This is an optimization exercise on Yosys and OpenROAD, whose aim is small area and a short achievable clock period, not a production implementation. The RTL was checked by simulation tests, not by an equivalence proof against the original design. Power and IR drop assume default switching activity.

== lane 1 ==
Design uart_rx_recorder, start of the top module:
module uart_rx_recorder (
  input  logic       clk,
  input  logic       rst,
  input  logic       i_valid,
  input  logic [7:0] i_data,
  input  logic       i_clear,
  input  logic [8:0] i_raddr,
  output logic [7:0] o_rdata,
  output logic [9:0] o_count,
  output logic       o_busy,
  output logic       o_done,
  output logic       o_full,
  output logic [7:0] o_checksum
);
For scale: about 8700 cells after synthesis, ~50 I/O pins.
export LEC_CHECK = 0
export CAP_MARGIN = 20
export CORE_MARGIN = 2
export CORE_UTILIZATION = 50
export CTS_CLUSTER_DIAMETER = 60
export CTS_CLUSTER_SIZE = 30
export GPL_TIMING_DRIVEN = 0
export SETUP_SLACK_MARGIN = 1.5
export SLEW_MARGIN = 20
export SYNTH_HIERARCHICAL = 1
export TNS_END_PERCENT = 5
create_clock -name core_clock -period 3.5 [get_ports {clk}]
run.sh (not shown) runs the stock make flow with config.mk's settings and CLKGATE_MAP_FILE= SYNTH_SCRIPT=/design/flow/synth_recipe.tcl, a recipe that flattens the netlist after the stock synthesis.
Lane 1 went all the way through synthesis, placement and routing and the layout is clean on timing, DRC and antenna.
What lane 2 does differently from lane 1 at the input level:
- CORE_UTILIZATION: 50 -> 40
--- outcome ---
- Lane 2 finished every stage and its layout cleared the timing, DRC and antenna checks.
- Multi-input combinational cell area | lane 2 below lane 1
- Lane 2 against lane 1: sequential cell area share picked up an extra 2.0 points; length in cells of the worst reg-to-reg path saw little to no change; number of sinks driven by the clock tree did not really move; least setup slack across all paths after layout decreased by 0.20 ns relative to the old numbers; clock share of power decreased 3.2 points.
- Against lane 1, lane 2 comes in 0.20 ns higher on shortest clock period the worst path allows after layout.
What lane 3 does differently from lane 2 at the input level:
- CORE_UTILIZATION now 45, was 40
==> run notes <==
Lane 3: PASS, flow complete, no timing, DRC or antenna violations
Taking lane 2 as the reference, in lane 3 fill cell instance count of the final layout went down by about 19%, clock network power went up by about 7%, estimated wirelength of the detail-placed design went down by 3.2%, worst hold slack went up by 0.068 ns, number of standard cells in the layout, taps in and fillers out went down by 2.8%.

* * *

uart_rx_recorder, a different RTL version from the one above (not shown whole).
Size in the first run: about 7,500 cells after synthesis, ~4,100 flip-flops, ~50 I/O pins, roughly 150,000 sq um of cells after synthesis.
==> flow/config.mk <==
export PLATFORM = sky130hd
export DESIGN_NAME = uart_rx_recorder
export DESIGN_NICKNAME = uart_rx_recorder
export VERILOG_FILES = /design/flow/design.v
export SDC_FILE = /design/flow/constraint.sdc
export NUM_CORES = 4
export LEC_CHECK = 0
export CAP_MARGIN = 20
export CORE_MARGIN = 2
export CORE_UTILIZATION = 55
export CTS_CLUSTER_DIAMETER = 60
export CTS_CLUSTER_SIZE = 30
export SETUP_SLACK_MARGIN = 1.5
export SLEW_MARGIN = 20
export SYNTH_HIERARCHICAL = 1
==> flow/constraint.sdc <==
create_clock -name core_clock -period 3.5 [get_ports {clk}]
set_input_delay 0.7000 -clock core_clock [delete_from_list [all_inputs] [get_ports {clk}]]
set_output_delay 0.7000 -clock core_clock [all_outputs]
set_load 0.01 [all_outputs]
The baseline finished with timing, DRC and antenna clean.
Change:
CORE_UTILIZATION = 40   (was 55)
Effect:
- The changed run completed without violations
- final area rises by 3.2%
- critical path depth increases by 2
- via count went up by 1.9%
- total power goes up by 1.0%
- clock power grows by about 3%
- synthesized cell count is unchanged
- core utilization shrinks by 17 points
- worst setup slack improved by 160 ps

* * *

The RTL this note starts from:
==> flow/design.v <==
module uart_rx_recorder (
  input  logic       clk,
  input  logic       rst,
  input  logic       i_valid,
  input  logic [7:0] i_data,
  input  logic       i_clear,
  input  logic [8:0] i_raddr,
  output logic [7:0] o_rdata,
  output logic [9:0] o_count,
  output logic       o_busy,
  output logic       o_done,
  output logic       o_full,
  output logic [7:0] o_checksum
);
  logic       busy_q, done_q;
  logic [9:0] count_q;
  logic [7:0] sum_q;
  logic       we;
  logic [9:0] count_inc;
  logic       last;
  assign we        = i_valid & ~i_clear & ~done_q;
  assign count_inc = count_q + 10'd1;
  assign last      = (i_data == 8'h00) | count_q[9] | (&count_q[8:0]);
  always_ff @(posedge clk) begin
    if (rst || i_clear) begin
      busy_q  <= 1'b0;
      done_q  <= 1'b0;
      count_q <= '0;
      sum_q   <= '0;
    end else if (we) begin
      busy_q  <= ~last;
      done_q  <= last;
      count_q <= count_inc;
      sum_q   <= sum_q + i_data;
    end
  end
  assign o_count    = count_q;
  assign o_busy     = busy_q;
  assign o_done     = done_q;
  assign o_full     = count_q[9];
  assign o_checksum = sum_q;
  logic [7:0] wa_q, wb_q, wc_q;
  always_ff @(posedge clk) begin
    if (rst || i_clear) begin
      wa_q <= 8'd1;
      wb_q <= 8'd1;
      wc_q <= 8'd1;
    end else if (we) begin
      wa_q <= {wa_q[6:0], wa_q[7]};
      if (wa_q[7]) wb_q <= {wb_q[6:0], wb_q[7]};
      if (wa_q[7] && wb_q[7]) wc_q <= {wc_q[6:0], wc_q[7]};
    end
  end
  logic [63:0]  wbc;
  logic [511:0] rsel;
  always_comb begin
    for (int k = 0; k < 64; k++) wbc[k] = we & wb_q[k % 8] & wc_q[k / 8];
    for (int r = 0; r < 512; r++) rsel[r] = (i_raddr == 9'(r));
  end
  logic [7:0] mem [512];
  for (genvar r = 0; r < 512; r++) begin : g_row
    always_ff @(posedge clk) begin
      if (wa_q[r % 8] && wbc[r / 8]) mem[r] <= i_data;
    end
  end
  logic [7:0] rd;
  for (genvar b = 0; b < 8; b++) begin : g_bit
    logic [63:0]  l1;
    logic [31:0]  l2_n;
    logic [7:0]   l3;
    logic [3:0]   l4_n;
    for (genvar i = 0; i < 64; i++) begin : g_l1
      uart_rx_recorder_or8 u (.s(rsel[8*i +: 8]), .d({mem[8*i+7][b], mem[8*i+6][b], mem[8*i+5][b], mem[8*i+4][b],
                                                   mem[8*i+3][b], mem[8*i+2][b], mem[8*i+1][b], mem[8*i][b]}),
                              .y(l1[i]));
    end
    for (genvar i = 0; i < 32; i++) begin : g_l2
      uart_rx_recorder_nor2 u (.a(l1[2*i]), .b(l1[2*i+1]), .y(l2_n[i]));
    end
    for (genvar i = 0; i < 8; i++) begin : g_l3
      uart_rx_recorder_nand4 u (.a(l2_n[4*i]), .b(l2_n[4*i+1]), .c(l2_n[4*i+2]), .d(l2_n[4*i+3]), .y(l3[i]));
    end
    for (genvar i = 0; i < 4; i++) begin : g_l4
      uart_rx_recorder_nor2 u (.a(l3[2*i]), .b(l3[2*i+1]), .y(l4_n[i]));
    end
    logic [1:0] l5;
    for (genvar i = 0; i < 2; i++) begin : g_l5
      uart_rx_recorder_nand2 u (.a(l4_n[2*i]), .b(l4_n[2*i+1]), .y(l5[i]));
    end
    assign rd[b] = l5[0] | l5[1];
  end
  always_ff @(posedge clk) begin
    if (rst) o_rdata <= '0;
    else     o_rdata <= rd;
  end
endmodule
module uart_rx_recorder_or8 (
  input  logic [7:0] s,
  input  logic [7:0] d,
  output logic       y
);
  assign y = |(s & d);
endmodule
module uart_rx_recorder_nand4 (
  input  logic a, b, c, d,
  output logic y
);
  assign y = ~(a & b & c & d);
endmodule
module uart_rx_recorder_nor2 (
  input  logic a, b,
  output logic y
);
  assign y = ~(a | b);
endmodule
module uart_rx_recorder_nand2 (
  input  logic a, b,
  output logic y
);
  assign y = ~(a & b);
endmodule
clock: 3.5 ns
lec_check: 0
cap_margin: 20
core_margin: 2
core_utilization: 40
cts_cluster_diameter: 60
cts_cluster_size: 30
gpl_timing_driven: 0
setup_slack_margin: 1.5
slew_margin: 20
synth_hierarchical: 1
tns_end_percent: 5
standard.sh (not shown) runs the stock make flow with config.mk's settings and CLKGATE_MAP_FILE= SYNTH_SCRIPT=/design/flow/synth_recipe.tcl, a recipe that flattens the netlist after the stock synthesis.
==> flow/flow/run.sh <==
#!/bin/bash
# The standard layout, except that the port buffers are buf_4 cells rather
# than the delay cell that buffer_ports picks on its own. make's output goes to
# standard.log here; ORFS keeps each step's log under orfs/logs.
set -euo pipefail
export BUFFER_PORTS_ARGS="-buffer_cell sky130_fd_sc_hd__buf_4"
bash standard.sh > standard.log 2>&1
Then changed:
==> flow/run.sh (new file) <==
#!/bin/bash
# synth_recipe.tcl (not shown) runs the flow's synth.tcl, then flattens the netlist and writes it again
# the make line also repeats each setting of config.mk as NAME=value (left out here)
make -C /OpenROAD-flow-scripts/flow DESIGN_CONFIG=/design/flow/config.mk WORK_HOME=/design/flow/orfs CLKGATE_MAP_FILE= SYNTH_SCRIPT=/design/flow/synth_recipe.tcl finish
--- a/flow/config.mk
+++ b/flow/config.mk
@@ -13,0 +14 @@
+export PLACE_DENSITY = 0.75
removed: flow/flow/run.sh
removed: flow/standard.sh
Outcome: Sequential share of layout area falls by 0.43 points; final cell count stays flat; cell area came out higher slightly; power is lower by a few percent; wire length hardly moves.
Then changed:
--- a/flow/config.mk
+++ b/flow/config.mk
@@ -14 +13,0 @@
-export PLACE_DENSITY = 0.75
=>
- sequential cell count does not change
- cell area increases by 2.5%
- total power grows by 6.1%
- global-route usage goes up by 0.84 points
- count of clock-buffer cells in the layout goes up by 60
- routed wire length climbs by 2.6%
- sequential share of layout area falls by 1.7 points

* * *

oak:
uart_rx_recorder, a different RTL version from the one above (not shown whole).
Size: ~7,400 cells after synthesis, about 150,000 um2 of cells after synthesis.
Settings: LEC_CHECK=0, CAP_MARGIN=20, CORE_MARGIN=2, CORE_UTILIZATION=40, SLEW_MARGIN=20, SYNTH_HIERARCHICAL=1; clock period 3.5 ns.
run.sh (not shown) runs the stock make flow with config.mk's settings and CLKGATE_MAP_FILE= SYNTH_SCRIPT=/design/flow/synth_recipe.tcl, a recipe that flattens the netlist after the stock synthesis.
Stock flow here: none of the scripts above is used.
| oak | all stages done | FAIL | setup timing |
--- input diff oak..pine ---
Settings: SETUP_SLACK_MARGIN: unset -> 1.0; CTS_CLUSTER_SIZE: unset -> 30; CTS_CLUSTER_DIAMETER: unset -> 60.
==> run notes <==
- pine: full flow OK, the timing, DRC and antenna checks passed
- pine against oak: filler-free cell count of the finished design lost 96, power consumed by combinational cells picked up an extra about 8%.
- A master of the slowest instance on the critical path of sky130_fd_sc_hd__nand4_1 is what oak shows, while sky130_fd_sc_hd__a222oi_1 belongs to pine.
- [compare] base=oak new=pine: worst setup margin climbed 0.41 ns, largest voltage drop on the vdd net now sits higher, longest individual stage delay on the worst path fell 0.08 ns.
- Of oak and pine, pine shows the lower core utilization of the finished layout, with oak above it.
- Sequential fraction of total cell area: oak and pine compared, lower one is oak
- o_rdata[0]$_SDFF_PP0_ as the termination of the worst setup path was reported by pine, and o_rdata[3]$_SDFF_PP0_ by oak.

* * *

Another version of the RTL of uart_rx_recorder (not shown whole).
Size in the first run: about 8,600 cells after synthesis, about 4,100 flip-flops, ~50 I/O pins, about 150,000 um2 of cells after synthesis.
==> flow/design.v (excerpt) <==
module uart_rx_recorder (
  input  logic       clk,
  input  logic       rst,
  input  logic       i_valid,
  input  logic [7:0] i_data,
  input  logic       i_clear,
  input  logic [8:0] i_raddr,
  output logic [7:0] o_rdata,
  output logic [9:0] o_count,
  output logic       o_busy,
  output logic       o_done,
  output logic       o_full,
  output logic [7:0] o_checksum
);
clock: 3.5 ns
lec_check: 0
cap_margin: 20
core_margin: 2
core_utilization: 40
cts_buf_list: sky130_fd_sc_hd__clkbuf_8
cts_cluster_diameter: 50
cts_cluster_size: 20
gpl_timing_driven: 0
setup_slack_margin: 1.5
slew_margin: 20
synth_hierarchical: 1
tns_end_percent: 5
The first run completed with no timing, DRC or antenna violations.
Rerun with:
CTS_BUF_LIST = default   (was sky130_fd_sc_hd__clkbuf_8)
CTS_CLUSTER_DIAMETER = 60   (was 50)
CTS_CLUSTER_SIZE = 30   (was 20)
After rerunning: Via count drops by 1.2%; sequential power is about the same; combinational power hardly moves; final cell count came out lower by 1.8%; routed wire length is about the same; core utilization fell by 0.33 points; synthesized area does not change.

[static timing again, ports no longer ideal]
The flow's constraints put no driver on any port. The routed layouts listed below were extracted and timed again, unchanged, in two steps. Step 1: set_driving_cell puts a clkbuf_16 on clk and a buf_2 on each other input, an assumption about the parent block. Step 2, shift: input delay + t, output delay - t, t = (earliest + latest rising clock arrival at the registers) / 2. This alone moves slack from input paths to output paths. Three values: ideal ports, drivers, drivers and shift; two values: the first two.
run	t, ns	slack for setup (ns)	worst hold slack (ns)	clock arrival spread, ns	cell pins on the clock port's net
lane 1	1.036	0.941 / 0.838 / -0.198	0.106 / 0.041 / 0.471	0.056 / 0.056	1
lane 2	1.014	0.740 / 0.664 / -0.350	0.114 / 0.099 / 0.471	0.063 / 0.062	1
lane 3	1.002	1.030 / 0.865 / -0.138	0.182 / 0.132 / 0.469	0.085 / 0.085	1
the first run of note 2	1.034	0.354 / 0.415 / -0.620	0.126 / 0.079 / 0.555	0.060 / 0.061	1
the second run of note 2	1.072	0.516 / 0.494 / -0.578	0.085 / 0.054 / 0.482	0.086 / 0.086	1
the first run of note 3	1.077	0.753 / 0.716 / -0.361	0.065 / -0.017 / 0.502	0.105 / 0.105	1
the second run of note 3	1.042	0.694 / 0.607 / -0.435	0.174 / 0.128 / 0.513	0.084 / 0.084	1
the third run of note 3	1.046	0.987 / 0.892 / -0.154	0.131 / 0.059 / 0.489	0.115 / 0.114	1
oak	0.994	-0.069 / -0.010 / -1.004	0.125 / 0.075 / 0.490	0.076 / 0.077	1
pine	1.047	0.345 / 0.329 / -0.719	0.080 / 0.023 / 0.489	0.111 / 0.111	1
the first run of note 5	1.246	1.011 / 0.949 / -0.296	0.043 / -0.026 / 0.451	0.129 / 0.129	1
the second run of note 5	1.022	0.744 / 0.659 / -0.363	0.076 / 0.016 / 0.478	0.050 / 0.050	1
With both steps, setup timing fails in 11 of these runs, where it was met with ideal ports. For the first run of note 5, which loses most, drivers alone change the setup slack by -0.062 ns; drivers and shift together by -1.307 ns.
